Context: an optimization exercise on an open-source flow, tuned for small area, a short achievable clock period and few clock cycles. The choices shown serve that exercise and are no tape-out recipe.
Where RTL was checked, it was by simulation tests only, not by an equivalence proof against the original.
The RTL of runs 1 and 2 was laid out without a check of its function.
No run shown here takes its clock network from TritonCTS; it comes from the design's own scripts or RTL.
The clock input has no modelled driver; a real chip could not lean on it and would need a root buffer or a full tree.
Power and IR drop assume default switching activity.

==> design.v <==
package img_pkg;
  localparam int COL_DFLT = 640;
  localparam int ROW_DFLT = 480;
  localparam int GRP      = 5;
  localparam int WORD_W   = 7;
  localparam logic [7:0] PIX_FG = 8'hFF;
  localparam logic [7:0] PIX_BG = 8'h00;
endpackage
module line_buffer_1b
#(
  parameter int DEPTH = 128,
  parameter int W     = 8,
  parameter int WR    = 6
) (
  input  logic         clk,
  input  logic         we,
  input  logic [W-1:0] wd,
  output logic [W-1:0] rd
);
  logic [DEPTH*W-1:0] st_q;
  assign rd = st_q[(DEPTH-1)*W +: W];
  always_ff @(posedge clk) begin
    st_q <= {st_q[(DEPTH-1)*W-1:0], st_q[(DEPTH-1)*W +: W]};
    if (we) st_q[WR*W +: W] <= wd;
  end
endmodule
import img_pkg::*;
module image_dilation_3x3
#(
  parameter int COL    = COL_DFLT,
  parameter int ROW    = ROW_DFLT,
  parameter int THRESH = 128
) (
  input  logic       clk,
  input  logic       rst,
  input  logic [7:0] data_in,
  input  logic       in_valid,
  output logic       in_ready,
  output logic [7:0] data_out,
  output logic       w_en,
  output logic       frame_done
);
  localparam int NG    = COL / GRP;           
  localparam int GW    = $clog2(NG);
  localparam int RW    = $clog2(ROW);
  localparam int FD    = 16;                  
  localparam int FW    = $clog2(FD + 1);
  localparam int WRSTG = GRP + 2;             
  localparam logic [1:0] M_IDLE = 2'd0, M_RUN = 2'd1, M_FLUSH = 2'd2;
  function automatic logic [2:0] rk_next(input logic [2:0] q, input logic [1:0] s);
    case ({q, s})
      5'b000_00: rk_next = 3'd2;
      5'b000_01: rk_next = 3'd1;
      5'b000_10: rk_next = 3'd0;
      5'b001_00: rk_next = 3'd2;
      5'b001_01: rk_next = 3'd1;
      5'b001_10: rk_next = 3'd3;
      5'b010_00: rk_next = 3'd2;
      5'b010_01: rk_next = 3'd4;
      5'b010_10: rk_next = 3'd3;
      5'b011_00: rk_next = 3'd0;
      5'b011_01: rk_next = 3'd0;
      5'b011_10: rk_next = 3'd5;
      5'b100_00: rk_next = 3'd0;
      5'b100_01: rk_next = 3'd6;
      5'b100_10: rk_next = 3'd3;
      5'b101_00: rk_next = 3'd0;
      5'b101_01: rk_next = 3'd0;
      5'b101_10: rk_next = 3'd0;
      5'b110_00: rk_next = 3'd0;
      5'b110_01: rk_next = 3'd1;
      5'b110_10: rk_next = 3'd3;
      default: rk_next = 3'd0;
    endcase
  endfunction
  function automatic logic [6:0] rk_add(input logic [2:0] q, input logic [2:0] i,
                                       input logic [1:0] s);
    case ({q, i, s})
      8'b000_000_01: rk_add = 7'd18;
      8'b000_000_10: rk_add = 7'd45;
      8'b000_001_01: rk_add = 7'd10;
      8'b000_001_10: rk_add = 7'd24;
      8'b000_010_01: rk_add = 7'd6;
      8'b000_010_10: rk_add = 7'd13;
      8'b000_011_01: rk_add = 7'd3;
      8'b000_011_10: rk_add = 7'd6;
      8'b000_100_01: rk_add = 7'd1;
      8'b000_100_10: rk_add = 7'd2;
      8'b001_000_01: rk_add = 7'd18;
      8'b001_000_10: rk_add = 7'd45;
      8'b001_001_01: rk_add = 7'd10;
      8'b001_001_10: rk_add = 7'd24;
      8'b001_010_01: rk_add = 7'd6;
      8'b001_010_10: rk_add = 7'd13;
      8'b001_011_01: rk_add = 7'd3;
      8'b001_011_10: rk_add = 7'd6;
      8'b001_100_01: rk_add = 7'd1;
      8'b001_100_10: rk_add = 7'd2;
      8'b010_000_01: rk_add = 7'd18;
      8'b010_000_10: rk_add = 7'd29;
      8'b010_001_01: rk_add = 7'd10;
      8'b010_001_10: rk_add = 7'd15;
      8'b010_010_01: rk_add = 7'd6;
      8'b010_010_10: rk_add = 7'd9;
      8'b010_011_01: rk_add = 7'd3;
      8'b010_011_10: rk_add = 7'd5;
      8'b010_100_01: rk_add = 7'd1;
      8'b010_100_10: rk_add = 7'd2;
      8'b100_000_10: rk_add = 7'd17;
      8'b100_001_10: rk_add = 7'd8;
      8'b100_010_10: rk_add = 7'd4;
      8'b100_011_10: rk_add = 7'd2;
      8'b100_100_10: rk_add = 7'd1;
      8'b110_000_10: rk_add = 7'd27;
      8'b110_001_10: rk_add = 7'd14;
      8'b110_010_10: rk_add = 7'd7;
      8'b110_011_10: rk_add = 7'd3;
      8'b110_100_10: rk_add = 7'd1;
      default: rk_add = 7'd0;
    endcase
  endfunction
  function automatic logic [9:0] rk_dec(input logic [6:0] r);
    case (r)
      7'd0: rk_dec = 10'b00000_00000;
      7'd1: rk_dec = 10'b00000_10000;
      7'd2: rk_dec = 10'b10000_10000;
      7'd3: rk_dec = 10'b00000_11000;
      7'd4: rk_dec = 10'b10000_11000;
      7'd5: rk_dec = 10'b11000_11000;
      7'd6: rk_dec = 10'b00000_11100;
      7'd7: rk_dec = 10'b10000_11100;
      7'd8: rk_dec = 10'b11000_11100;
      7'd9: rk_dec = 10'b11100_11100;
      7'd10: rk_dec = 10'b00000_01110;
      7'd11: rk_dec = 10'b00000_11110;
      7'd12: rk_dec = 10'b10000_11110;
      7'd13: rk_dec = 10'b11000_11110;
      7'd14: rk_dec = 10'b11100_11110;
      7'd15: rk_dec = 10'b01110_01110;
      7'd16: rk_dec = 10'b01110_11110;
      7'd17: rk_dec = 10'b11110_11110;
      7'd18: rk_dec = 10'b00000_00001;
      7'd19: rk_dec = 10'b00000_10001;
      7'd20: rk_dec = 10'b10000_10001;
      7'd21: rk_dec = 10'b00000_11001;
      7'd22: rk_dec = 10'b10000_11001;
      7'd23: rk_dec = 10'b11000_11001;
      7'd24: rk_dec = 10'b00000_11101;
      7'd25: rk_dec = 10'b10000_11101;
      7'd26: rk_dec = 10'b11000_11101;
      7'd27: rk_dec = 10'b11100_11101;
      7'd28: rk_dec = 10'b00000_00011;
      7'd29: rk_dec = 10'b00000_10011;
      7'd30: rk_dec = 10'b10000_10011;
      7'd31: rk_dec = 10'b00000_11011;
      7'd32: rk_dec = 10'b10000_11011;
      7'd33: rk_dec = 10'b11000_11011;
      7'd34: rk_dec = 10'b00000_00111;
      7'd35: rk_dec = 10'b00000_10111;
      7'd36: rk_dec = 10'b10000_10111;
      7'd37: rk_dec = 10'b00000_01111;
      7'd38: rk_dec = 10'b00000_11111;
      7'd39: rk_dec = 10'b10000_11111;
      7'd40: rk_dec = 10'b11000_11111;
      7'd41: rk_dec = 10'b11100_11111;
      7'd42: rk_dec = 10'b01110_01111;
      7'd43: rk_dec = 10'b01110_11111;
      7'd44: rk_dec = 10'b11110_11111;
      7'd45: rk_dec = 10'b00001_00001;
      7'd46: rk_dec = 10'b00001_10001;
      7'd47: rk_dec = 10'b10001_10001;
      7'd48: rk_dec = 10'b00001_11001;
      7'd49: rk_dec = 10'b10001_11001;
      7'd50: rk_dec = 10'b11001_11001;
      7'd51: rk_dec = 10'b00001_11101;
      7'd52: rk_dec = 10'b10001_11101;
      7'd53: rk_dec = 10'b11001_11101;
      7'd54: rk_dec = 10'b11101_11101;
      7'd55: rk_dec = 10'b00001_00011;
      7'd56: rk_dec = 10'b00001_10011;
      7'd57: rk_dec = 10'b10001_10011;
      7'd58: rk_dec = 10'b00001_11011;
      7'd59: rk_dec = 10'b10001_11011;
      7'd60: rk_dec = 10'b11001_11011;
      7'd61: rk_dec = 10'b00001_00111;
      7'd62: rk_dec = 10'b00001_10111;
      7'd63: rk_dec = 10'b10001_10111;
      7'd64: rk_dec = 10'b00001_01111;
      7'd65: rk_dec = 10'b00001_11111;
      7'd66: rk_dec = 10'b10001_11111;
      7'd67: rk_dec = 10'b11001_11111;
      7'd68: rk_dec = 10'b11101_11111;
      7'd69: rk_dec = 10'b00011_00011;
      7'd70: rk_dec = 10'b00011_10011;
      7'd71: rk_dec = 10'b10011_10011;
      7'd72: rk_dec = 10'b00011_11011;
      7'd73: rk_dec = 10'b10011_11011;
      7'd74: rk_dec = 10'b11011_11011;
      7'd75: rk_dec = 10'b00011_00111;
      7'd76: rk_dec = 10'b00011_10111;
      7'd77: rk_dec = 10'b10011_10111;
      7'd78: rk_dec = 10'b00011_01111;
      7'd79: rk_dec = 10'b00011_11111;
      7'd80: rk_dec = 10'b10011_11111;
      7'd81: rk_dec = 10'b11011_11111;
      7'd82: rk_dec = 10'b00111_00111;
      7'd83: rk_dec = 10'b00111_10111;
      7'd84: rk_dec = 10'b10111_10111;
      7'd85: rk_dec = 10'b00111_01111;
      7'd86: rk_dec = 10'b00111_11111;
      7'd87: rk_dec = 10'b10111_11111;
      7'd88: rk_dec = 10'b01111_01111;
      7'd89: rk_dec = 10'b01111_11111;
      7'd90: rk_dec = 10'b11111_11111;
      default: rk_dec = 10'd0;
    endcase
  endfunction
  logic [1:0]     mode_q;
  logic [6:0]     wait_q;                     
  logic           wz_q;                       
  logic [GRP-1:0] ph_q;                       
  logic [GW-1:0]  grp_q;                      
  logic           g0_q, glast_q;              
  logic [RW-1:0]  row_q;                      
  logic           r0_q, r1_q, rlast_q;        
  logic [FW-1:0]  cnt_q;                      
  logic           ne_q;                       
  logic [FD-1:0]  fifo_q;                     
  logic           in_ready_q, w_en_q, frame_done_q, dout_q;
  logic           z1_q, z2_q;                 
  logic [GRP-1:0] dx_q, db_q;                 
  logic [1:0]     te_q;
  logic [2:0]     pe_q;
  logic [2:0]     qe_q;
  logic [WORD_W-1:0] acc_q;
  logic           wr_q;
  logic [WORD_W-1:0] st_rd;
  line_buffer_1b #(.DEPTH(NG), .W(WORD_W), .WR(WRSTG)) u_store (
    .clk(clk), .we(wr_q), .wd(acc_q), .rd(st_rd)
  );
  logic push, pop, step, emit, flush, idle;
  logic cs0, cslast, last_pix, last_out;
  logic z, h, xo, bo, o;
  logic [1:0] tn;
  logic [2:0] ph_bin, qe_b;
  logic [WORD_W-1:0] acc_b;
  logic [FW-1:0] cnt_d, cnt_inc, cnt_dec;
  logic          ne_d, full_d;
  logic [6:0]    wait_d;
  assign flush = (mode_q == M_FLUSH);
  assign idle  = (mode_q == M_IDLE);
  assign push  = in_valid && in_ready_q;
  assign step  = flush || (ne_q && (idle || wz_q));
  assign pop   = step && !flush;
  assign cs0      = ph_q[0] && g0_q;
  assign cslast   = ph_q[GRP-1] && glast_q;
  assign last_pix = rlast_q && glast_q && ph_q[GRP-2];   
  assign last_out = r0_q && cslast;                      
  assign z  = !flush && fifo_q[0];
  assign h  = (z && !cslast) || z1_q || (z2_q && !cs0);
  assign xo = |(dx_q & ph_q);
  assign bo = |(db_q & ph_q);
  assign o  = (r1_q ? xo : bo) || h;
  assign tn = h ? 2'd2 : {1'b0, xo && !r0_q};
  assign ph_bin = {ph_q[4], ph_q[3] | ph_q[2], ph_q[3] | ph_q[1]};
  assign acc_b  = (pe_q == 3'd0) ? '0 : acc_q;
  assign qe_b   = (pe_q == 3'd0) ? 3'd0 : qe_q;
  assign emit = step && !idle && (flush || !r0_q);
  assign cnt_inc = cnt_q + 1'b1;
  assign cnt_dec = cnt_q - 1'b1;
  assign cnt_d   = (push && !pop) ? cnt_inc : ((pop && !push) ? cnt_dec : cnt_q);
  assign ne_d    = push || (cnt_q > FW'(1)) || (ne_q && !pop);
  assign full_d  = !pop && ((cnt_q == FW'(FD)) || (push && cnt_q == FW'(FD - 1)));
  assign wait_d = step ? 7'd0 : wait_q + 7'd1;
  assign in_ready   = in_ready_q;
  assign data_out   = dout_q ? PIX_FG : PIX_BG;
  assign w_en       = w_en_q;
  assign frame_done = frame_done_q;
  always_ff @(posedge clk) begin
    for (int i = 0; i < FD; i = i + 1) begin
      if (pop) begin
        if (push && cnt_q == FW'(i + 1)) fifo_q[i] <= data_in >= 8'(THRESH);
        else if (i < FD - 1)             fifo_q[i] <= fifo_q[(i < FD - 1) ? i + 1 : i];
      end else if (push && cnt_q == FW'(i)) begin
        fifo_q[i] <= data_in >= 8'(THRESH);
      end
    end
  end
  always_ff @(posedge clk) begin
    dout_q     <= o;
    in_ready_q <= !full_d;
    wr_q   <= step && (pe_q == 3'(GRP - 1));
    if (step) begin
      z1_q <= z;
      z2_q <= z1_q;
      te_q  <= tn;
      pe_q  <= ph_bin;
      acc_q <= acc_b + rk_add(qe_b, pe_q, te_q);
      qe_q  <= rk_next(qe_b, te_q);
      if (ph_q[GRP-1]) {dx_q, db_q} <= rk_dec(st_rd);
    end
  end
  always_ff @(posedge clk or posedge rst) begin
    if (rst) begin
      mode_q       <= M_IDLE;
      wait_q       <= '0;
      wz_q         <= 1'b1;
      ph_q         <= GRP'(1) << (GRP - 1);
      grp_q        <= GW'(NG - 1);
      g0_q         <= 1'b0;
      glast_q      <= 1'b1;
      row_q        <= RW'(ROW - 1);
      r0_q         <= 1'b0;
      r1_q         <= 1'b0;
      rlast_q      <= 1'b1;
      cnt_q        <= '0;
      ne_q         <= 1'b0;
      w_en_q       <= 1'b0;
      frame_done_q <= 1'b0;
    end else begin
      cnt_q        <= cnt_d;
      ne_q         <= ne_d;
      w_en_q       <= emit;
      frame_done_q <= emit && last_out;
      wait_q       <= wait_d;
      wz_q         <= (wait_d == '0);
      if (step) begin
        ph_q <= {ph_q[GRP-2:0], ph_q[GRP-1]};
        if (ph_q[GRP-1]) begin
          if (glast_q) begin
            grp_q   <= '0;
            g0_q    <= 1'b1;
            glast_q <= 1'b0;
            row_q   <= rlast_q ? '0 : row_q + 1'b1;
            r0_q    <= rlast_q;
            r1_q    <= r0_q;
            rlast_q <= (row_q == RW'(ROW - 2));
          end else begin
            grp_q   <= grp_q + 1'b1;
            g0_q    <= 1'b0;
            glast_q <= (grp_q == GW'(NG - 2));
          end
        end
        case (mode_q)
          M_IDLE:  mode_q <= M_RUN;
          M_RUN:   if (last_pix) mode_q <= M_FLUSH;
          default: if (last_out) begin
            mode_q  <= M_IDLE;
            ph_q    <= GRP'(1) << (GRP - 1);
            grp_q   <= GW'(NG - 1);
            g0_q    <= 1'b0;
            glast_q <= 1'b1;
            row_q   <= RW'(ROW - 1);
            r0_q    <= 1'b0;
            r1_q    <= 1'b0;
            rlast_q <= 1'b1;
          end
        endcase
      end
    end
  end
endmodule
==> flow/run.sh <==
#!/bin/bash
# Standard layout (the standard.sh, all ORFS steps), except that the
# clock tree is built by flow/clock_tree.tcl: a balanced two-level tree in
# place of TritonCTS's three levels. The tree is sourced through ORFS's
# PRE_CTS_TCL hook; the CTS step's repair and legalization run as usual.
set -euo pipefail
export PRE_CTS_TCL="$PWD/flow/clock_tree.tcl"
bash standard.sh > standard_flow.log 2>&1
==> flow/clock_tree.tcl <==
# Two-level clock tree built by hand in place of TritonCTS (sourced as
# PRE_CTS_TCL, before the standard CTS step runs its repair and legalizing).
# The clock port feeds NROOT root buffers; each root feeds a share of the
# leaf buffers; each leaf buffer feeds one cluster of about CL_SIZE clock
# pins found by k-means on the placed flip-flops. Every register sits two
# buffers from the port, so the tree is balanced; it is only shallower than
# TritonCTS's three levels.
set cl_size 28
set nroot   4
set buf_name sky130_fd_sc_hd__clkbuf_16

set db    [ord::get_db]
set block [ord::get_db_block]
set bufm  [$db findMaster $buf_name]
set clk   [$block findNet clk]

# clock pins of the registers
set sinks {}
foreach it [$clk getITerms] {
  set inst [$it getInst]
  set bb [$inst getBBox]
  set x [expr {([$bb xMin] + [$bb xMax]) / 2.0}]
  set y [expr {([$bb yMin] + [$bb yMax]) / 2.0}]
  lappend sinks [list $it $x $y]
}
set n [llength $sinks]
set k [expr {max(1, int(ceil(double($n) / $cl_size)))}]
puts "manual CTS: $n sinks, $k clusters"

# k-means, seeded along a sort by (x, y)
set sorted [lsort -real -index 1 $sinks]
set cx {}; set cy {}
for {set c 0} {$c < $k} {incr c} {
  set s [lindex $sorted [expr {int(($c + 0.5) * $n / $k)}]]
  lappend cx [lindex $s 1]; lappend cy [lindex $s 2]
}
for {set iter 0} {$iter < 30} {incr iter} {
  set sx [lrepeat $k 0.0]; set sy [lrepeat $k 0.0]; set sc [lrepeat $k 0]
  set asg {}
  foreach s $sinks {
    set x [lindex $s 1]; set y [lindex $s 2]
    set best 0; set bd 1e30
    for {set c 0} {$c < $k} {incr c} {
      set d [expr {abs($x - [lindex $cx $c]) + abs($y - [lindex $cy $c])}]
      if {$d < $bd} { set bd $d; set best $c }
    }
    lappend asg $best
    lset sx $best [expr {[lindex $sx $best] + $x}]
    lset sy $best [expr {[lindex $sy $best] + $y}]
    lset sc $best [expr {[lindex $sc $best] + 1}]
  }
  for {set c 0} {$c < $k} {incr c} {
    if {[lindex $sc $c] > 0} {
      lset cx $c [expr {[lindex $sx $c] / [lindex $sc $c]}]
      lset cy $c [expr {[lindex $sy $c] / [lindex $sc $c]}]
    }
  }
}

# leaf buffers
set leaves {}
for {set c 0} {$c < $k} {incr c} {
  if {[lindex $sc $c] == 0} { lappend leaves {}; continue }
  set b [odb::dbInst_create $block $bufm "clkbuf_leaf_$c"]
  $b setLocation [expr {int([lindex $cx $c])}] [expr {int([lindex $cy $c])}]
  $b setPlacementStatus PLACED
  set net [odb::dbNet_create $block "clknet_leaf_$c"]
  $net setSigType CLOCK
  [$b findITerm X] connect $net
  lappend leaves $b
}
set i 0
foreach s $sinks {
  set it [lindex $s 0]
  set c [lindex $asg $i]
  $it disconnect
  $it connect [$block findNet "clknet_leaf_$c"]
  incr i
}

# root buffers: split the leaves into nroot groups by angle around their centre
set used {}
set mx 0.0; set my 0.0
for {set c 0} {$c < $k} {incr c} {
  if {[lindex $sc $c] == 0} continue
  lappend used $c
  set mx [expr {$mx + [lindex $cx $c]}]; set my [expr {$my + [lindex $cy $c]}]
}
set nu [llength $used]
set mx [expr {$mx / $nu}]; set my [expr {$my / $nu}]
set ang {}
foreach c $used {
  lappend ang [list $c [expr {atan2([lindex $cy $c] - $my, [lindex $cx $c] - $mx)}]]
}
set ang [lsort -real -index 1 $ang]
set nr [expr {min($nroot, $nu)}]
for {set r 0} {$r < $nr} {incr r} {
  set grp {}
  for {set j [expr {$r * $nu / $nr}]} {$j < ($r + 1) * $nu / $nr} {incr j} {
    lappend grp [lindex [lindex $ang $j] 0]
  }
  set gx 0.0; set gy 0.0
  foreach c $grp { set gx [expr {$gx + [lindex $cx $c]}]; set gy [expr {$gy + [lindex $cy $c]}] }
  set gx [expr {$gx / [llength $grp]}]; set gy [expr {$gy / [llength $grp]}]
  set rb [odb::dbInst_create $block $bufm "clkbuf_root_$r"]
  $rb setLocation [expr {int($gx)}] [expr {int($gy)}]
  $rb setPlacementStatus PLACED
  set rnet [odb::dbNet_create $block "clknet_root_$r"]
  $rnet setSigType CLOCK
  [$rb findITerm X] connect $rnet
  [$rb findITerm A] connect $clk
  foreach c $grp { [[lindex $leaves $c] findITerm A] connect $rnet }
}
$clk setSigType CLOCK

# power pins of the new buffers
global_connect

# the tree is built: the standard CTS command does nothing from here on
proc clock_tree_synthesis {args} {
  puts "clock_tree_synthesis skipped: clock tree built by clock_tree.tcl"
}
==> standard.sh <==
#!/bin/bash
# synth_recipe.tcl (not shown) runs the flow's synth.tcl, then flattens the netlist and writes it again
# the make line also repeats each setting of config.mk as NAME=value (left out here)
make -C /OpenROAD-flow-scripts/flow DESIGN_CONFIG=/design/flow/config.mk WORK_HOME=/design/flow/orfs CLKGATE_MAP_FILE= SYNTH_SCRIPT=/design/flow/synth_recipe.tcl "${@:-finish}"
==> config.mk <==
export PLATFORM = sky130hd
export DESIGN_NAME = image_dilation_3x3
export DESIGN_NICKNAME = image_dilation_3x3
export VERILOG_FILES = /design/flow/design.v
export SDC_FILE = /design/flow/constraint.sdc
export NUM_CORES = 4
export LEC_CHECK = 0
export ABC_CLOCK_PERIOD_IN_PS = 2000
export CAP_MARGIN = 20
export CORE_MARGIN = 2
export CORE_UTILIZATION = 60
export CTS_CLUSTER_DIAMETER = 120
export CTS_CLUSTER_SIZE = 28
export PLACE_DENSITY = 0.7
export SETUP_SLACK_MARGIN = 3.05
export SLEW_MARGIN = 20
==> constraint.sdc <==
create_clock -name core_clock -period 5.0 [get_ports {clk}]
set_input_delay 1.0000 -clock core_clock [delete_from_list [all_inputs] [get_ports {clk}]]
set_output_delay 1.0000 -clock core_clock [all_outputs]
set_load 0.01 [all_outputs]
==> flow_summary_export.csv, run 1 <==
group,metric,value,unit
detailed_routing,routed_wirelength,30140,um
pwr,pwr-share-seq,63.0,%
sta,finalCriticalPeriod,2.722,ns
grt,grt_start_max_net_pins,43,
synth,synth_area_per_cell,15.38,um^2
grt,grt_usage,13.95,%
floorplan,die_area,41590,um^2
critical_path,cpMaxStageDelayCell,"edfxtp_1",
min_path,hold_depth,0,
critical_path,rrSetupSlack,2.28,ns
synth,ys_warn_count,2,
detailed_routing,wl_per_cell,14.06,um
layout,flow.area_growth_from_synthesis,9.515,%
critical_path,r2r-end,"acc_q[6]$_DFFE_PN_",
placed_design,pre_cts_ws,1.873,ns
floorplan,io_pins,22,
layout,layout-drive-gt1-share,13.59,%
placed_design,gp_congestion,0.8127,
synth,syn_nets,1599,
synth,synth_seq_cells,986,
min_path,worstHoldPathType,"flop to flop",
critical_path,cp-start-kind,"flop",
floorplan,std_cell_rows,73,
sta,fin_skew,0.03245,ns
synth,yosys.area.top_type,"dfxtp_1",
floorplan,initial_core_util,60.51,%
layout,final_net_count,1660,
detailed_routing,num_vias,10470,
detailed_routing,viasPerCell,4.883,
critical_path,rr_worst_depth,12,
placed_design,hpwlAfterDp,15340,um
synth,synth-async-reset-ratio,4.462,%
synth,synthTopCellsByArea,"dfxtp_1, edfxtp_1, dfrtp_1, dfstp_2, ha_1",
critical_path,worst_ep_required_time,5.14,ns
critical_path,cpPeakStageDelay,0.44,ns
synth,synth_cell_types,78,
sta,setup_viol,0,
floorplan,fp.dieH,203.9,um
clock_network,clkTransAtPathRegs,0.11,ns
grt,grt_pass1_vias,9778,
grt,grt-ovfl-total,0,
sta,fmax,367.3,MHz
sta,timing.final.crit_share,54.45,%
critical_path,worstPathArrival,2.86,ns
critical_path,cp_max_fo,4,
pwr,cellPowerDensity,543.6,nW/um^2
sta,worst_slew_pin_slew,0.5896,ns
pwr,p_sw,3.321,mW
detailed_routing,drt-met1-wl,16110,um
detailed_routing,top_layer,"met4",
critical_path,critPathKind,"flop to flop",
sta,rsz0062_at_grt,"yes",
floorplan,die_w,203.9,um
critical_path,reg2reg_from,"te_q[1]$_DFFE_PN_",
sta,setup_ws,2.278,ns
detailed_routing,wl_met2,12200,um
pwr,p_leak,10.34,nW
pwr,peakVddDrop,0.3838,mV
min_path,worstHoldEndpoint,"u_store.st_q[534]$_DFF_P_",
floorplan,coreArea,39640,um^2
detailed_routing,drc_errors,0,
synth,synth_top_area_share,76.20,%
sta,slew_viol_final,0,
pwr,power.internal,10.96,mW
synth,ys_seq_area_share,84.52,%
detailed_routing,initialDrtViolationCount,813,
clock_network,worstSkewPairLatency,0.39,ns
min_path,hold_path.startpoint,"u_store.st_q[527]$_DFF_P_",
pwr,pwr-share-comb,12.7,%
grt,antenna_found_initial,0,
critical_path,crit_top_cell,"a21oi_2",
pwr,p_clk_share,24.3,%
critical_path,crit_chain,"inv_2, ha_4, mux2_4, a21oi_4, o32ai_2, a211o_1, fa_2, a21o_1, a21oi_2, o21bai_1, a21oi_2, xnor2_1",
detailed_routing,drt-pass1-iter-count,5,
detailed_routing,ant_nets,0,
grt,grt_pass1_wl,49070,um
synth,syn_inst,1560,
placed_design,io_buffer_count,14,
outcome,status,"no timing/DRC/antenna violations",
sta,fin_tns_setup,0,ns
pwr,swShare,23.26,%
sta,max-slew-margin-rel,60.64,%
synth,synth_edf_count,29,
detailed_routing,met3_length,1179,um
layout,diodes,0,
job,maxCapViolCount,0,
synth,synth_ff_type,"dfxtp_1",
synth,netlist_area,23990,um^2
critical_path,end_kind,"flop",
sta,finalHoldViolCount,0,
## per-layer routing
metal | vias up | track usage, %
li1 | 5228 | -
met1 | 5007 | 22.39
met2 | 187 | 20.25
met3 | 48 | 1.754
met4 | 0 | 3.157
met5 | - | 0
## area by class of cell
cell class              instances  area [um^2]
multi-input cells             499         3667
repair inverters                2        12.51
flip-flops and latches        986        20290
plain buffers                  40         1001
fillers                      2803        13370
inverters                      27        116.4
well taps                     525        656.9
repair buffers                 65        526.8
## metrics by stage
| stage | hold WS (ns) | power, mW | instance area [um^2] | util, % | std cells |
|---|---|---|---|---|---|
| 2_1_floorplan | 0.3096 | 10.18 | 24030 | - | 1560 |
| 3_3_place_gp | 0.3096 | 10.46 | 24550 | 61.94 | 2053 |
| 3_5_place_dp | 0.3121 | 10.50 | 24550 | 61.94 | 2053 |
| 4_1_cts | 0.3120 | 13.58 | 25990 | 65.55 | 2114 |
| 5_1_grt | 0.3091 | 14.92 | 26270 | 66.26 | 2144 |
| 6_report | 0.2998 | 14.28 | 26270 | 66.26 | 2144 |
## worst max-delay path by stage
stage / start / slack (ns) / cells past startpoint / end
after floorplan: te_q[1]$_DFFE_PN_ / 2.33 / 13 / acc_q[6]$_DFFE_PN_
after global placement: te_q[0]$_SDFFCE_PP0N_ / 1.88 / 13 / acc_q[6]$_DFFE_PN_
after detailed placement: te_q[0]$_SDFFCE_PP0N_ / 1.87 / 13 / acc_q[6]$_DFFE_PN_
after CTS: te_q[1]$_DFFE_PN_ / 2.23 / 12 / acc_q[6]$_DFFE_PN_
after global routing: te_q[1]$_DFFE_PN_ / 2.12 / 12 / acc_q[6]$_DFFE_PN_
final: te_q[1]$_DFFE_PN_ / 2.28 / 12 / acc_q[6]$_DFFE_PN_
## critical path: cells and delay by family (launching register included)
kind | cells | cell delay, ns
buf+inv | 1 | 0.08
flops | 1 | 0.44
compound gates | 7 | 1.07
fa+ha+maj | 2 | 0.53
xor+xnor | 1 | 0.07
mux | 1 | 0.28
## placed cells by master, fill, tap and decap left out, types with 9 or more instances in the layout
cell type	instances
dfxtp_1	909
buf_6	10
nor2_1	40
mux2_2	11
o211ai_1	12
ha_1	20
mux2i_1	33
nand2b_1	13
nor3_1	13
nor2_4	10
clkbuf_2	9
clkbuf_16	40
a21oi_1	29
nand2_1	49
nor2b_1	17
inv_1	20
dfstp_2	19
edfxtp_1	29
dfrtp_1	24
o21ai_0	45
buf_4	42
o21ai_1	11
nand3_1	15
a22o_1	10
## Yosys cell counts, types with 8 or more instances
master	instances
dfxtp_1	913
nand2_1	56
nor2_1	56
o21ai_0	52
a21oi_1	37
mux2i_1	33
edfxtp_1	29
ha_1	27
dfrtp_1	25
inv_1	25
buf_2	20
dfstp_2	19
nor2b_1	18
nand3_1	17
nand2b_1	15
buf_4	14
nor3_1	14
mux2_2	13
clkbuf_1	12
o211ai_1	12
a22o_1	10
xnor2_1	9
a22oi_1	8
xor2_1	8
## power groups by stage
stage / registers, mW / clock network (mW) / logic, mW
2_1_floorplan: 9.02 / 0 / 1.16
3_3_place_gp: 9.19 / 0 / 1.27
3_5_place_dp: 9.20 / 0 / 1.30
4_1_cts: 9.22 / 2.83 / 1.54
5_1_grt: 9.08 / 3.84 / 2.00
6_report: 9.00 / 3.47 / 1.81
## cell families after synthesis
group	synth area share (%)
and+or+nand+nor	4.549
muxes	2.034
DFF	84.52
xor gates and xnor gates	0.6208
adders and majority gates	1.492
AOI/OAI and AO/OA	5.154
buffers and inverters	1.628
## flip-flops by register name, indices dropped and copies added (netlist names), 2 cells and up
register      flops
acc_q             7
cnt_q             5
db_q              5
dx_q              5
fifo_q           16
grp_q             7
mode_q            2
pe_q              3
ph_q              5
qe_q              3
row_q             9
te_q              2
u_store.st_q    896
wait_q            7
## repair_timing
action                                  4_1_cts  5_1_grt
gates cloned                                  1        3
buffers inserted                             20       27
pin swaps                                    19       10
gates resized for setup                      86       52
endpoints found under the setup margin      147       57
hold buffers                                  0        0
==> run 2: changes to the inputs <==
--- a/design.v
+++ b/design.v
@@ -226,12 +226,13 @@
   logic [FW-1:0]  cnt_q;                      
   logic           ne_q;                       
   logic [FD-1:0]  fifo_q;                     
-  logic           in_ready_q, w_en_q, frame_done_q, dout_q;
+  logic           in_ready_q, w_en_q, frame_done_q;
+  logic           dout_q, douth_q;            
   logic           z1_q, z2_q;                 
   logic [GRP-1:0] dx_q, db_q;                 
-  logic [1:0]     te_q;
-  logic [2:0]     pe_q;
   logic [2:0]     qe_q;
+  logic [WORD_W-1:0] inc_q;
+  logic [2:0]     pe_q;
   logic [WORD_W-1:0] acc_q;
   logic           wr_q;
   logic [WORD_W-1:0] st_rd;
@@ -243,7 +244,7 @@
   logic z, h, xo, bo, o;
   logic [1:0] tn;
   logic [2:0] ph_bin, qe_b;
-  logic [WORD_W-1:0] acc_b;
+  logic [WORD_W-1:0] acc_b, inc1, inc2;
   logic [FW-1:0] cnt_d, cnt_inc, cnt_dec;
   logic          ne_d, full_d;
   logic [6:0]    wait_d;
@@ -263,8 +264,10 @@
   assign o  = (r1_q ? xo : bo) || h;
   assign tn = h ? 2'd2 : {1'b0, xo && !r0_q};
   assign ph_bin = {ph_q[4], ph_q[3] | ph_q[2], ph_q[3] | ph_q[1]};
+  assign qe_b   = ph_q[0] ? 3'd0 : qe_q;
+  assign inc1   = rk_add(qe_b, ph_bin, 2'd1);
+  assign inc2   = rk_add(qe_b, ph_bin, 2'd2);
   assign acc_b  = (pe_q == 3'd0) ? '0 : acc_q;
-  assign qe_b   = (pe_q == 3'd0) ? 3'd0 : qe_q;
   assign emit = step && !idle && (flush || !r0_q);
   assign cnt_inc = cnt_q + 1'b1;
   assign cnt_dec = cnt_q - 1'b1;
@@ -273,7 +276,7 @@
   assign full_d  = !pop && ((cnt_q == FW'(FD)) || (push && cnt_q == FW'(FD - 1)));
   assign wait_d = step ? 7'd0 : wait_q + 7'd1;
   assign in_ready   = in_ready_q;
-  assign data_out   = dout_q ? PIX_FG : PIX_BG;
+  assign data_out   = {douth_q ? PIX_FG[7:4] : PIX_BG[7:4], dout_q ? PIX_FG[3:0] : PIX_BG[3:0]};
   assign w_en       = w_en_q;
   assign frame_done = frame_done_q;
   always_ff @(posedge clk) begin
@@ -291,12 +294,13 @@
     in_ready_q <= !full_d;
     wr_q   <= step && (pe_q == 3'(GRP - 1));
     if (step) begin
+      douth_q <= o;
       z1_q <= z;
       z2_q <= z1_q;
-      te_q  <= tn;
+      qe_q  <= rk_next(qe_b, tn);
+      inc_q <= h ? inc2 : ((xo && !r0_q) ? inc1 : '0);
       pe_q  <= ph_bin;
-      acc_q <= acc_b + rk_add(qe_b, pe_q, te_q);
-      qe_q  <= rk_next(qe_b, te_q);
+      acc_q <= acc_b + inc_q;
       if (ph_q[GRP-1]) {dx_q, db_q} <= rk_dec(st_rd);
     end
   end
--- a/config.mk
+++ b/config.mk
@@ -12,5 +12,5 @@
 export CTS_CLUSTER_DIAMETER = 120
 export CTS_CLUSTER_SIZE = 28
 export PLACE_DENSITY = 0.7
-export SETUP_SLACK_MARGIN = 3.05
+export SETUP_SLACK_MARGIN = 2.9
 export SLEW_MARGIN = 20
==> run 2 against run 1 <==
Compared with the run above:
- global-route usage grew 0.65 points
- clock skew increased by 0.022 ns
- wire length increased by 3.2%
- maximum frequency grew 22%
- largest cell class unchanged
==> flow_summary_export.csv, run 2 <==
group,metric,value,unit
detailed_routing,routed_wirelength,31120,um
grt,grt_pass1_vias,10002,
critical_path,path_buf_inv,0,
synth,synth_area_per_cell,15.24,um^2
layout,n_fill_cell,2824,
layout,top_regs,"u_store.st_q: 896 flops, fifo_q: 16 flops, row_q: 9 flops",
clock_network,worstSkewPairLatency,0.42,ns
sta,timing.final.crit_share,44.64,%
detailed_routing,initialDrtViolationCount,521,
synth,synth_compound_area_share,5.262,%
synth,netlist_area,24140,um^2
sta,worst_slew_pin_slew,0.7196,ns
sta,rsz0062_at_grt,"yes",
pwr,pwr-share-seq,65.3,%
floorplan,fp.dieH,204.6,um
detailed_routing,viasPerCell,4.885,
synth,synthMuxAreaShare,2.074,%
floorplan,die_area,41850,um^2
placed_design,gp_congestion,0.8206,
grt,antenna_found_initial,0,
sta,slew_viol_final,0,
synth,synth_top_family_by_area,"compound AO/OA/AOI/OAI gates",
layout,mostFrequentLayoutCell,"dfxtp_1",
pwr,p_clk_share,25.7,%
synth,synthTopCellsByArea,"dfxtp_1, edfxtp_1, dfrtp_1, dfstp_2, o21ai_0",
detailed_routing,num_vias,10449,
sta,max-slew-margin-rel,51.85,%
detailed_routing,drt-met1-wl,15880,um
sta,setup_viol,0,
synth,synth.top_cells.by_count,"dfxtp_1, o21ai_0, nor2_1",
critical_path,crit_top_cell,"a21oi_2",
critical_path,critical_path.top_delay_family,"compound AO/OA/AOI/OAI gates",
sta,finalCriticalPeriod,2.232,ns
detailed_routing,drc_errors,0,
synth,ys_warn_count,2,
layout,layout_common_cells,"dfxtp_1, o21ai_0, nor2_1",
synth,synth_edf_count,34,
sta,fmax,448.0,MHz
detailed_routing,drt-pass1-iter-count,4,
pwr,power.internal,10.62,mW
pwr,swShare,21.77,%
pwr,p_leak,10.16,nW
sta,fin_skew,0.05408,ns
sta,finalHoldViolCount,0,
critical_path,worstPathArrival,2.40,ns
detailed_routing,met3_length,1240,um
synth,synth_top_area_share,75.72,%
pwr,peakVddDrop,0.3867,mV
clock_network,clkTransAtPathRegs,0.11,ns
floorplan,io_pins,22,
detailed_routing,wl_per_cell,14.55,um
placed_design,hpwlAfterDp,17240,um
synth,yosysMostFrequentCell,"dfxtp_1",
critical_path,critPathKind,"flop to flop",
critical_path,worst_ep_required_time,5.17,ns
floorplan,std_cell_rows,73,
synth,synthAdderAreaFrac,1.275,%
grt,grt-ovfl-total,0,
synth,synth_simple_gate_area_share,4.593,%
grt,grt_usage,14.60,%
min_path,worstHoldPathType,"flop to flop",
layout,largest_reg_flops,896,
pwr,power.total,13.57,mW
layout,flow.area_growth_from_synthesis,8.227,%
detailed_routing,ant_nets,0,
floorplan,die_w,204.6,um
layout,diodes,0,
clock_network,postCtsHoldBufs,0,
layout,layout-drive-gt1-share,10.10,%
detailed_routing,top_layer,"met4",
floorplan,initial_core_util,60.75,%
critical_path,cpMaxStageDelayCell,"edfxtp_1",
synth,synth_seq_cells,991,
pwr,pwr-share-comb,9.0,%
critical_path,cpPeakStageDelay,0.43,ns
detailed_routing,wl_met2,13370,um
synth,synth-async-reset-ratio,4.440,%
grt,grt_start_max_net_pins,45,
job,maxCapViolCount,0,
layout,top_register,"u_store.st_q",
critical_path,cp-start-kind,"flop",
synth,synth_cell_types,76,
sta,fin_tns_setup,0,ns
grt,grt_pass1_wl,50800,um
synth,synth_xor_area_share,0.5443,%
floorplan,coreArea,39730,um^2
critical_path,end_kind,"flop",
pwr,p_sw,2.956,mW
critical_path,cp_max_fo,3,
placed_design,io_buffer_count,14,
synth,synth_ff_type,"dfxtp_1",
synth,syn_nets,1619,
outcome,status,"no timing/DRC/antenna violations",
critical_path,crit_chain,"nor3_4, nor2b_1, ha_2, fa_2, a21o_1, a21oi_2, o21bai_1, a21oi_2, xnor2_1",
synth,syn_inst,1584,
synth,ys_seq_area_share,84.61,%
layout,final_net_count,1651,
pwr,cellPowerDensity,519.6,nW/um^2
synth,yosys.area.top_type,"dfxtp_1",
run 2: cell types whose count changed after synthesis, sizes merged, moves of 5 or more:
cell	change
nand3	+11
a22o	-6
clkbuf	+9
nand2	-9
o41ai	-5
edfxtp	+5
o21ai	+17
run 2: cells by family (layout without fill, tap and decap cells):
kind of cell	Yosys count	count (layout)
AOI/OAI and AO/OA	201	201
adders and majority gates	24	24
buffers and inverters	83	112
and+or+nand+nor	223	224
xor gates and xnor gates	15	15
DFF	991	991
muxes	47	47
run 2: path summary, 6_finish.rpt:
kind	endpoint	from	cells past startpoint	slack, ns
setup reg to reg	acc_q[6]$_DFFE_PN_	pe_q[1]$_DFFE_PN_	9	2.77
setup / recovery	acc_q[6]$_DFFE_PN_	pe_q[1]$_DFFE_PN_	9	2.77
max in group asynchronous	ph_q[0]$_DFFE_PP0N_	rst	3	3.53
hold reg to reg	u_store.st_q[598]$_DFF_P_	u_store.st_q[591]$_DFF_P_	0	0.31
hold / removal	u_store.st_q[598]$_DFF_P_	u_store.st_q[591]$_DFF_P_	0	0.31
min in group asynchronous	row_q[5]$_DFFE_PP0N_	rst	3	1.05
run 2: per-layer routing:
layer | vias up | global-route usage (%)
met5 | - | 0
met4 | 0 | 2.950
met3 | 48 | 1.829
met2 | 169 | 22.36
met1 | 4987 | 22.51
li1 | 5245 | -
run 2: what timing repair did:
item                                    CTS  global route
setup buffers                            15             8
gates cloned                              1             1
endpoints found under the setup margin  100            39
pin swaps                                12             3
gates resized for setup                  46            43
run 2: power by group through the flow:
stage	clock network [mW]	registers, mW	logic (mW)
floorplan	0	8.93	0.875
global placement	0	9.04	1.00
detailed placement	0	9.05	1.05
CTS	2.83	9.07	1.17
global route	3.85	8.94	1.35
finish	3.49	8.87	1.22
run 2: metrics by stage:
stage                     cell area, um^2  hold WS (ns)  utilization [%]  cells  setup WS, ns
after detailed placement            24710        0.3121            62.18   2074         1.633
after global routing                26120        0.3037            65.75   2139         2.673
after floorplan                     24160        0.3096                -   1584         2.816
after CTS                           25970        0.3121            65.37   2130         2.768
final                               26120        0.3094            65.75   2139         2.768
after global placement              24710        0.3107            62.18   2074         1.757
run 2: cell type report:
cell class / count / area (um^2) / share of cell area, %
Inverter: 28 / 120.1 / 0.4598
Multi-Input combinational cell: 511 / 3488 / 13.35
Timing Repair Buffer: 44 / 411.6 / 1.576
Sequential cell: 991 / 20440 / 78.26
Tap cell: 525 / 656.9 / 2.515
Buffer: 40 / 1001 / 3.832
run 2: worst register-to-register path, stage by stage, from the launching register on:
cell,delay [ns]
edfxtp_1,0.43
nor3_4,0.29
nor2b_1,0.09
ha_2,0.20
fa_2,0.34
a21o_1,0.18
a21oi_2,0.16
o21bai_1,0.11
a21oi_2,0.15
xnor2_1,0.07
==> run 3: changes to the inputs <==
--- a/design.v
+++ b/design.v
@@ -73,51 +73,64 @@
       default: rk_next = 3'd0;
     endcase
   endfunction
-  function automatic logic [6:0] rk_add(input logic [2:0] q, input logic [2:0] i,
-                                       input logic [1:0] s);
-    case ({q, i, s})
-      8'b000_000_01: rk_add = 7'd18;
-      8'b000_000_10: rk_add = 7'd45;
-      8'b000_001_01: rk_add = 7'd10;
-      8'b000_001_10: rk_add = 7'd24;
-      8'b000_010_01: rk_add = 7'd6;
-      8'b000_010_10: rk_add = 7'd13;
-      8'b000_011_01: rk_add = 7'd3;
-      8'b000_011_10: rk_add = 7'd6;
-      8'b000_100_01: rk_add = 7'd1;
-      8'b000_100_10: rk_add = 7'd2;
-      8'b001_000_01: rk_add = 7'd18;
-      8'b001_000_10: rk_add = 7'd45;
-      8'b001_001_01: rk_add = 7'd10;
-      8'b001_001_10: rk_add = 7'd24;
-      8'b001_010_01: rk_add = 7'd6;
-      8'b001_010_10: rk_add = 7'd13;
-      8'b001_011_01: rk_add = 7'd3;
-      8'b001_011_10: rk_add = 7'd6;
-      8'b001_100_01: rk_add = 7'd1;
-      8'b001_100_10: rk_add = 7'd2;
-      8'b010_000_01: rk_add = 7'd18;
-      8'b010_000_10: rk_add = 7'd29;
-      8'b010_001_01: rk_add = 7'd10;
-      8'b010_001_10: rk_add = 7'd15;
-      8'b010_010_01: rk_add = 7'd6;
-      8'b010_010_10: rk_add = 7'd9;
-      8'b010_011_01: rk_add = 7'd3;
-      8'b010_011_10: rk_add = 7'd5;
-      8'b010_100_01: rk_add = 7'd1;
-      8'b010_100_10: rk_add = 7'd2;
-      8'b100_000_10: rk_add = 7'd17;
-      8'b100_001_10: rk_add = 7'd8;
-      8'b100_010_10: rk_add = 7'd4;
-      8'b100_011_10: rk_add = 7'd2;
-      8'b100_100_10: rk_add = 7'd1;
-      8'b110_000_10: rk_add = 7'd27;
-      8'b110_001_10: rk_add = 7'd14;
-      8'b110_010_10: rk_add = 7'd7;
-      8'b110_011_10: rk_add = 7'd3;
-      8'b110_100_10: rk_add = 7'd1;
-      default: rk_add = 7'd0;
+  function automatic logic [13:0] rk_parts(input logic [2:0] q, input logic [4:0] ph);
+    logic [6:0] v1, v2;
+    v1 = '0;
+    v2 = '0;
+    case (q)
+      3'd0: begin
+        if (ph[0]) v1 = v1 | 7'd18;
+        if (ph[0]) v2 = v2 | 7'd45;
+        if (ph[1]) v1 = v1 | 7'd10;
+        if (ph[1]) v2 = v2 | 7'd24;
+        if (ph[2]) v1 = v1 | 7'd6;
+        if (ph[2]) v2 = v2 | 7'd13;
+        if (ph[3]) v1 = v1 | 7'd3;
+        if (ph[3]) v2 = v2 | 7'd6;
+        if (ph[4]) v1 = v1 | 7'd1;
+        if (ph[4]) v2 = v2 | 7'd2;
+      end
+      3'd1: begin
+        if (ph[0]) v1 = v1 | 7'd18;
+        if (ph[0]) v2 = v2 | 7'd45;
+        if (ph[1]) v1 = v1 | 7'd10;
+        if (ph[1]) v2 = v2 | 7'd24;
+        if (ph[2]) v1 = v1 | 7'd6;
+        if (ph[2]) v2 = v2 | 7'd13;
+        if (ph[3]) v1 = v1 | 7'd3;
+        if (ph[3]) v2 = v2 | 7'd6;
+        if (ph[4]) v1 = v1 | 7'd1;
+        if (ph[4]) v2 = v2 | 7'd2;
+      end
+      3'd2: begin
+        if (ph[0]) v1 = v1 | 7'd18;
+        if (ph[0]) v2 = v2 | 7'd29;
+        if (ph[1]) v1 = v1 | 7'd10;
+        if (ph[1]) v2 = v2 | 7'd15;
+        if (ph[2]) v1 = v1 | 7'd6;
+        if (ph[2]) v2 = v2 | 7'd9;
+        if (ph[3]) v1 = v1 | 7'd3;
+        if (ph[3]) v2 = v2 | 7'd5;
+        if (ph[4]) v1 = v1 | 7'd1;
+        if (ph[4]) v2 = v2 | 7'd2;
+      end
+      3'd4: begin
+        if (ph[0]) v2 = v2 | 7'd17;
+        if (ph[1]) v2 = v2 | 7'd8;
+        if (ph[2]) v2 = v2 | 7'd4;
+        if (ph[3]) v2 = v2 | 7'd2;
+        if (ph[4]) v2 = v2 | 7'd1;
+      end
+      3'd6: begin
+        if (ph[0]) v2 = v2 | 7'd27;
+        if (ph[1]) v2 = v2 | 7'd14;
+        if (ph[2]) v2 = v2 | 7'd7;
+        if (ph[3]) v2 = v2 | 7'd3;
+        if (ph[4]) v2 = v2 | 7'd1;
+      end
+      default: ;
     endcase
+    rk_parts = {v2, v1};
   endfunction
   function automatic logic [9:0] rk_dec(input logic [6:0] r);
     case (r)
@@ -215,6 +228,23 @@
       default: rk_dec = 10'd0;
     endcase
   endfunction
+  function automatic logic [WORD_W-1:0] add_w(input logic [WORD_W-1:0] a,
+                                               input logic [WORD_W-1:0] b);
+    logic [WORD_W-1:0] g, p, gn, pn;
+    g = a & b;
+    p = a ^ b;
+    for (int d = 1; d < WORD_W; d = d * 2) begin
+      gn = g;
+      pn = p;
+      for (int i = d; i < WORD_W; i = i + 1) begin
+        gn[i] = g[i] | (p[i] & g[i-d]);
+        pn[i] = p[i] & p[i-d];
+      end
+      g = gn;
+      p = pn;
+    end
+    add_w = (a ^ b) ^ {g[WORD_W-2:0], 1'b0};
+  endfunction
   logic [1:0]     mode_q;
   logic [6:0]     wait_q;                     
   logic           wz_q;                       
@@ -232,7 +262,7 @@
   logic [GRP-1:0] dx_q, db_q;                 
   logic [2:0]     qe_q;
   logic [WORD_W-1:0] inc_q;
-  logic [2:0]     pe_q;
+  logic [GRP-1:0] pe_q;                       
   logic [WORD_W-1:0] acc_q;
   logic           wr_q;
   logic [WORD_W-1:0] st_rd;
@@ -243,7 +273,7 @@
   logic cs0, cslast, last_pix, last_out;
   logic z, h, xo, bo, o;
   logic [1:0] tn;
-  logic [2:0] ph_bin, qe_b;
+  logic [2:0] qe_b;
   logic [WORD_W-1:0] acc_b, inc1, inc2;
   logic [FW-1:0] cnt_d, cnt_inc, cnt_dec;
   logic          ne_d, full_d;
@@ -263,11 +293,9 @@
   assign bo = |(db_q & ph_q);
   assign o  = (r1_q ? xo : bo) || h;
   assign tn = h ? 2'd2 : {1'b0, xo && !r0_q};
-  assign ph_bin = {ph_q[4], ph_q[3] | ph_q[2], ph_q[3] | ph_q[1]};
   assign qe_b   = ph_q[0] ? 3'd0 : qe_q;
-  assign inc1   = rk_add(qe_b, ph_bin, 2'd1);
-  assign inc2   = rk_add(qe_b, ph_bin, 2'd2);
-  assign acc_b  = (pe_q == 3'd0) ? '0 : acc_q;
+  assign {inc2, inc1} = rk_parts(qe_b, ph_q);
+  assign acc_b  = pe_q[0] ? '0 : acc_q;
   assign emit = step && !idle && (flush || !r0_q);
   assign cnt_inc = cnt_q + 1'b1;
   assign cnt_dec = cnt_q - 1'b1;
@@ -292,15 +320,15 @@
   always_ff @(posedge clk) begin
     dout_q     <= o;
     in_ready_q <= !full_d;
-    wr_q   <= step && (pe_q == 3'(GRP - 1));
+    wr_q   <= step && pe_q[GRP-1];
     if (step) begin
       douth_q <= o;
       z1_q <= z;
       z2_q <= z1_q;
       qe_q  <= rk_next(qe_b, tn);
       inc_q <= h ? inc2 : ((xo && !r0_q) ? inc1 : '0);
-      pe_q  <= ph_bin;
-      acc_q <= acc_b + inc_q;
+      pe_q  <= ph_q;
+      acc_q <= add_w(acc_b, inc_q);
       if (ph_q[GRP-1]) {dx_q, db_q} <= rk_dec(st_rd);
     end
   end
--- a/flow/clock_tree.tcl
+++ b/flow/clock_tree.tcl
@@ -5,7 +5,7 @@
 # pins found by k-means on the placed flip-flops. Every register sits two
 # buffers from the port, so the tree is balanced; it is only shallower than
 # TritonCTS's three levels.
-set cl_size 28
+set cl_size 24
 set nroot   4
 set buf_name sky130_fd_sc_hd__clkbuf_16
 
--- a/config.mk
+++ b/config.mk
@@ -12,5 +12,5 @@
 export CTS_CLUSTER_DIAMETER = 120
 export CTS_CLUSTER_SIZE = 28
 export PLACE_DENSITY = 0.7
-export SETUP_SLACK_MARGIN = 2.9
+export SETUP_SLACK_MARGIN = 3.1
 export SLEW_MARGIN = 20
==> run 3 against run 2 <==
Compared with the run above:
- synthesized cell count down 2.6%
- clock skew down 0.023 ns
- sequential share of layout area is 1.5 points lower
- wire length is 1.5% lower
- sequential power rose by 7.3%
- via count down 0.16%
- cell area grew 1.8%
- worst setup slack improved by 0.21 ns
- highest routed layer unchanged
==> flow_summary_export.csv, run 3 <==
group,metric,value,unit
outcome,status,"no timing/DRC/antenna violations",
layout,top_register,"u_store.st_q",
floorplan,fp.dieH,203.9,um
layout,layout_common_cells,"dfxtp_1, buf_4, nand2_1, o21ai_0, clkbuf_16",
placed_design,hpwlAfterDp,16050,um
synth,syn_nets,1578,
pwr,p_leak,10.46,nW
floorplan,coreArea,39550,um^2
sta,setup_viol,0,
critical_path,cp_max_fo,4,
detailed_routing,routed_wirelength,30660,um
pwr,cellPowerDensity,561.5,nW/um^2
synth,synth_seq_cells,990,
sta,finalCriticalPeriod,2.019,ns
synth,synth_top_area_share,76.23,%
layout,final_net_count,1656,
critical_path,worst_ep_required_time,5.22,ns
clock_network,postCtsHoldBufs,0,
critical_path,critPathKind,"flop to flop",
pwr,pwr-share-seq,63.8,%
floorplan,die_w,203.9,um
detailed_routing,num_vias,10432,
detailed_routing,drc_errors,0,
layout,largest_reg_flops,896,
pwr,swShare,22.62,%
grt,grt_pass1_wl,50030,um
synth,ys_seq_area_share,85.06,%
sta,timing.final.crit_share,40.38,%
grt,grt-ovfl-total,0,
clock_network,worstSkewPairLatency,0.40,ns
layout,diodes,0,
min_path,worstHoldPathType,"flop to flop",
detailed_routing,initialDrtViolationCount,584,
grt,grt_pass1_vias,10065,
grt,grt_usage,14.34,%
synth,yosys.area.top_type,"dfxtp_1",
layout,mostFrequentLayoutCell,"dfxtp_1",
synth,synth-async-reset-ratio,4.444,%
layout,top_regs,"u_store.st_q: 896 flops, fifo_q: 16 flops, row_q: 9 flops",
synth,synth.top_cells.by_count,"dfxtp_1, nor2_1, o21ai_0",
synth,synth_cell_types,73,
detailed_routing,viasPerCell,4.866,
grt,antenna_found_initial,0,
sta,finalHoldViolCount,0,
floorplan,initial_core_util,60.62,%
layout,flow.area_growth_from_synthesis,10.91,%
grt,grt_start_max_net_pins,45,
sta,fmax,495.4,MHz
critical_path,end_kind,"flop",
detailed_routing,wl_per_cell,14.30,um
pwr,p_sw,3.378,mW
pwr,power.total,14.93,mW
sta,rsz0062_at_grt,"yes",
clock_network,clkTransAtPathRegs,0.09,ns
detailed_routing,drt-pass1-iter-count,6,
job,maxCapViolCount,0,
critical_path,cp-start-kind,"flop",
placed_design,io_buffer_count,14,
sta,max-slew-margin-rel,55.00,%
synth,yosysMostFrequentCell,"dfxtp_1",
synth,ys_warn_count,2,
floorplan,std_cell_rows,73,
sta,fin_skew,0.03139,ns
sta,worst_slew_pin_slew,0.6741,ns
pwr,peakVddDrop,0.4116,mV
sta,fin_tns_setup,0,ns
sta,slew_viol_final,0,
detailed_routing,ant_nets,0,
synth,synth_area_per_cell,15.54,um^2
floorplan,die_area,41570,um^2
pwr,power.internal,11.55,mW
pwr,p_clk_share,24.9,%
synth,netlist_area,23980,um^2
synth,synth_edf_count,33,
synth,synthTopCellsByArea,"dfxtp_1, edfxtp_1, dfrtp_1, dfstp_2, mux2i_1",
synth,syn_inst,1543,
placed_design,gp_congestion,0.7994,
pwr,pwr-share-comb,11.3,%
critical_path,worstPathArrival,2.24,ns
layout,layout-drive-gt1-share,14.95,%
synth,synth_ff_type,"dfxtp_1",
floorplan,io_pins,22,
## run 3: what timing repair did
item,CTS,global route
setup endpoints to repair,165,85
setup buffers,29,29
cloned,5,1
gates resized for setup,78,66
pin swaps,19,18
## run 3: logic make-up after synthesis
family | Yosys count | synth area share, %
and+or+nand+nor | 203 | 4.217
muxes | 49 | 2.213
DFF | 990 | 85.06
xor gates and xnor gates | 16 | 0.5845
adders and majority gates | 24 | 1.284
AOI/OAI and AO/OA | 188 | 5.172
buffers and inverters | 73 | 1.472
## run 3: worst paths after layout
| kind | from | cells past startpoint | to | slack, ns |
|---|---|---|---|---|
| setup / recovery | u_store.st_q[890]$_DFF_P_ | 7 | dx_q[4]$_DFFE_PP_ | 2.98 |
| hold / removal | u_store.st_q[609]$_DFF_P_ | 0 | u_store.st_q[616]$_DFF_P_ | 0.30 |
| setup reg to reg | u_store.st_q[890]$_DFF_P_ | 7 | dx_q[4]$_DFFE_PP_ | 2.98 |
| hold reg to reg | u_store.st_q[609]$_DFF_P_ | 0 | u_store.st_q[616]$_DFF_P_ | 0.30 |
| min in group asynchronous | rst | 2 | wait_q[3]$_DFF_PP0_ | 1.23 |
| max in group asynchronous | rst | 2 | ph_q[0]$_DFFE_PP0N_ | 3.48 |
## run 3: power by group through the flow
| stage | registers [mW] | logic, mW | clock network, mW |
|---|---|---|---|
| finish | 9.52 | 1.68 | 3.72 |
| floorplan | 9.48 | 1.10 | 0 |
| global route | 9.64 | 1.84 | 4.10 |
| CTS | 9.73 | 1.45 | 3.07 |
| detailed placement | 9.70 | 1.25 | 0 |
| global placement | 9.67 | 1.21 | 0 |
## run 3: per-stage QoR
step                util (%)  instances  worst slack [ns]  cell area, um^2  hold WS [ns]
detailed placement     62.17       2034             2.336            24590        0.3121
CTS                    66.34       2114             2.855            26240        0.3121
global route           67.24       2144             2.934            26590        0.3080
global placement       62.17       2034             2.399            24590        0.3104
finish                 67.24       2144             2.981            26590        0.3039
floorplan                  -       1543             3.004            24040        0.3095
## run 3: area by class of cell
| type | count | area, um^2 |
|---|---|---|
| fillers | 2615 | 12960 |
| multi-input cells | 480 | 3590 |
| inverters | 20 | 90.09 |
| repair inverters | 5 | 37.54 |
| repair buffers | 78 | 650.6 |
| well taps | 525 | 656.9 |
| plain buffers | 46 | 1151 |
| flip-flops and latches | 990 | 20420 |
## run 3: worst max-delay path, stage by stage, from the launching register on
cell	delay, ns
dfxtp_4	0.38
clkinvlp_4	0.15
ha_4	0.30
inv_2	0.04
o21a_1	0.17
mux4_2	0.45
o21a_1	0.20
o22ai_2	0.17
## run 3: layer usage
layer | track usage, % | share of wire [%] | up-vias | routed length [um]
met5 | 0 | 0 | - | 0
met4 | 3.650 | 2.8 | 0 | 860
met3 | 1.818 | 4.0 | 66 | 1224
met2 | 22.00 | 43 | 178 | 13090
met1 | 21.77 | 50 | 4978 | 15480
li1 | - | - | 5210 | -
Testbench counts of run 3, summed over its fixed seeds: cycles 1,847,052.
==> run 4: changes to the inputs <==
--- a/config.mk
+++ b/config.mk
@@ -12,5 +12,5 @@
 export CTS_CLUSTER_DIAMETER = 120
 export CTS_CLUSTER_SIZE = 28
 export PLACE_DENSITY = 0.7
-export SETUP_SLACK_MARGIN = 3.1
+export SETUP_SLACK_MARGIN = 3.15
 export SLEW_MARGIN = 20
==> run 4 against run 3 <==
Compared with the run above:
- cell count fell by 0.61%
- maximum frequency barely moved
- sequential power about the same
- clock skew grew 0.0058 ns
- register-to-register slack better by 0.02 ns
- core utilization shrank 0.40 points
==> flow_summary_export.csv, run 4 <==
group,metric,value,unit
critical_path,cpPeakStageDelay,0.37,ns
detailed_routing,ant_nets,0,
outcome,status,"no timing/DRC/antenna violations",
sta,setup_viol,0,
critical_path,worst_ep_required_time,4.00,ns
detailed_routing,num_vias,10369,
critical_path,critPathKind,"flop to output port",
synth,synth_simple_gate_area_share,4.217,%
synth,synth_seq_cells,990,
sta,fin_skew,0.03717,ns
floorplan,die_w,203.9,um
synth,netlist_area,23980,um^2
placed_design,gp_congestion,0.7944,
pwr,peakVddDrop,0.3700,mV
grt,grt_pass1_vias,10106,
floorplan,std_cell_rows,73,
layout,top_regs,"u_store.st_q: 896 flops, fifo_q: 16 flops, row_q: 9 flops",
placed_design,dp_cells,2033,
synth,synthMuxAreaShare,2.213,%
grt,grt_start_max_net_pins,45,
placed_design,hpwlAfterDp,15990,um
layout,mostFrequentLayoutCell,"dfxtp_1",
sta,slew_viol_final,0,
critical_path,critical_path.top_delay_family,"flip-flops",
layout,layout_common_cells,"dfxtp_1, o21ai_0, nand2_1",
sta,worst_hold_slack,0.2980,ns
synth,synth_top_area_share,76.23,%
synth,synth.top_cells.by_count,"dfxtp_1, nor2_1, o21ai_0",
synth,synth_edf_count,33,
layout,final_net_count,1643,
detailed_routing,viasPerCell,4.866,
floorplan,die_area,41570,um^2
placed_design,io_buffer_count,14,
synth,ys_seq_area_share,85.06,%
synth,synth_cell_types,73,
critical_path,cp-start-kind,"flop",
critical_path,cp_max_fo,4,
layout,layout-drive-gt1-share,14.07,%
synth,syn_inst,1543,
layout,top_register,"u_store.st_q",
layout,layoutNonFillerInstCount,2131,
critical_path,crit_chain,"buf_4, buf_6",
job,maxCapViolCount,0,
synth,synth_xor_area_share,0.5845,%
floorplan,initial_core_util,60.62,%
synth,synthTopCellsByArea,"dfxtp_1, edfxtp_1, dfrtp_1, dfstp_2, mux2i_1",
synth,synth_ff_type,"dfxtp_1",
synth,synth_compound_area_share,5.172,%
synth,yosys.area.top_type,"dfxtp_1",
grt,grt_usage,14.56,%
detailed_routing,drc_errors,0,
synth,synth_area_per_cell,15.54,um^2
critical_path,end_kind,"output port",
synth,syn_nets,1578,
sta,max-slew-margin-rel,53.75,%
clock_network,postCtsHoldBufs,0,
detailed_routing,initialDrtViolationCount,674,
pwr,p_leak,10.38,nW
critical_path,cpMaxStageDelayCell,"dfxtp_4",
synth,yosysMostFrequentCell,"dfxtp_1",
sta,rsz0062_at_grt,"yes",
clock_network,worstSkewPairLatency,0.41,ns
sta,setup_ws,2.980,ns
synth,synth_top_family_by_area,"compound AO/OA/AOI/OAI gates",
detailed_routing,drt-pass1-iter-count,5,
synth,synth-async-reset-ratio,4.444,%
grt,grt_pass1_wl,50560,um
floorplan,io_pins,22,
layout,diodes,0,
layout,largest_reg_flops,896,
layout,flow.area_growth_from_synthesis,10.24,%
pwr,cellPowerDensity,562.5,nW/um^2
clock_network,clkTransAtPathRegs,0.10,ns
critical_path,worstPathArrival,1.02,ns
sta,finalHoldViolCount,0,
floorplan,fp.dieH,203.9,um
min_path,worstHoldPathType,"flop to flop",
synth,ys_warn_count,2,
placed_design,pre_cts_ws,2.316,ns
sta,fmax,495.1,MHz
floorplan,coreArea,39550,um^2
grt,grt-ovfl-total,0,
grt,antenna_found_initial,0,
sta,finalCriticalPeriod,2.020,ns
sta,worst_slew_pin_slew,0.6937,ns
layout,final_core_util,66.83,%
critical_path,path_buf_inv,2,
detailed_routing,routed_wirelength,30990,um
synth,synthAdderAreaFrac,1.284,%
sta,fin_tns_setup,0,ns
detailed_routing,wl_per_cell,14.54,um
sta,timing.final.crit_share,40.39,%
==> run 4: cell types whose count changed in the layout (fill, tap and decap cells not counted), sizes merged <==
cell	delta
buf	-13
o21ai	+1
clkdlybuf4s50	-1
o21a	+1
clkbuf	-2
dlygate4sd2	+1
==> run 4: kinds of logic (layout without fill, tap and decap cells) <==
kind of cell / Yosys count / in the layout
compound gates: 188 / 190
xor+xnor: 16 / 16
fa+ha+maj: 24 / 24
buf+inv: 73 / 134
flops: 990 / 990
mux: 49 / 49
simple gates: 203 / 203
==> run 4: repair_timing <==
action,CTS,global route
pin swaps,18,7
setup endpoints to repair,166,96
buffers inserted,25,20
gates resized for setup,67,71
cloned,5,2
==> run 4: per-stage QoR <==
| step | area (um^2) | power, mW |
|---|---|---|
| after floorplan | 24050 | 10.59 |
| after global placement | 24590 | 10.88 |
| after CTS | 26150 | 14.21 |
| after detailed placement | 24600 | 10.97 |
| final | 26430 | 14.87 |
| after global routing | 26430 | 15.50 |
==> run 4: power by group <==
group          switching [mW]  internal, mW  total [mW]
clock                    2.10          1.64        3.74
combinational           0.844         0.762        1.61
sequential              0.426          9.09        9.52
total                    3.37          11.5        14.9
==> run 4: area by class of cell <==
| type | count | area [um^2] |
|---|---|---|
| Timing Repair inverter | 5 | 37.54 |
| Inverter | 20 | 90.09 |
| Multi-Input combinational cell | 482 | 3535 |
| Sequential cell | 990 | 20420 |
| Fill cell | 2651 | 13120 |
| Tap cell | 525 | 656.9 |
| Timing Repair Buffer | 63 | 540.5 |
| Buffer | 46 | 1151 |
==> run 4: path summary, 6_finish.rpt <==
check | from | end | slack (ns) | depth (start not counted)
max | dout_q$_DFF_P_ | data_out[1] | 2.98 | 2
min | u_store.st_q[112]$_DFF_P_ | u_store.st_q[119]$_DFF_P_ | 0.30 | 0
max reg2reg | u_store.st_q[890]$_DFF_P_ | dx_q[4]$_DFFE_PP_ | 3.00 | 7
min reg2reg | u_store.st_q[112]$_DFF_P_ | u_store.st_q[119]$_DFF_P_ | 0.30 | 0
max in group asynchronous | rst | wz_q$_DFF_PP1_ | 3.81 | 3
min in group asynchronous | rst | cnt_q[1]$_DFFE_PP0P_ | 0.91 | 2
==> run 4: worst reg2reg max path, stage by stage (launching register included) <==
cell and delay, ns:
dfxtp_4 0.39, clkinvlp_4 0.14, ha_4 0.30, inv_2 0.04, o21a_1 0.17, mux4_2 0.44, o21a_1 0.20, o22ai_2 0.17
==> run 4: layer usage <==
layer / vias up / share of wire [%] / global-route usage [%]
met5: - / 0 / 0
met4: 0 / 2.4 / 3.571
met3: 56 / 4.4 / 1.722
met2: 204 / 43 / 22.51
met1: 4919 / 51 / 22.09
li1: 5190 / - / -

[what the ideal ports hide]
The results above use ideal ports. As a check the final layouts listed here were re-extracted and re-timed, cells and wires unchanged.
Step 1: set_driving_cell puts a clkbuf_16 on clk and a buf_2 on each other input, an assumption about the parent block.
Step 2 moves the port delays by t, midway between the first and last clock arrival at a register: inputs arrive t later, outputs are due t later. That takes back most of the time a late clock gives input paths.
Three values: ideal, step 1, step 2; two values: the first two.
| run | shift t [ns] | slack for setup (ns) | worst register clock-pin slew, ns |
|---|---|---|---|
| run 1 | 0.483 | 2.278 / 2.278 / 2.278 | 0.12 / 0.12 |
| run 2 | 0.493 | 2.768 / 2.768 / 2.768 | 0.11 / 0.11 |
| run 3 | 0.497 | 2.981 / 2.902 / 2.832 | 0.10 / 0.10 |
| run 4 | 0.497 | 2.980 / 2.875 / 2.873 | 0.10 / 0.10 |
After both steps every run listed still meets setup and hold. For run 3, which loses most, drivers alone change the setup slack by -0.079 ns; drivers and shift together by -0.149 ns.
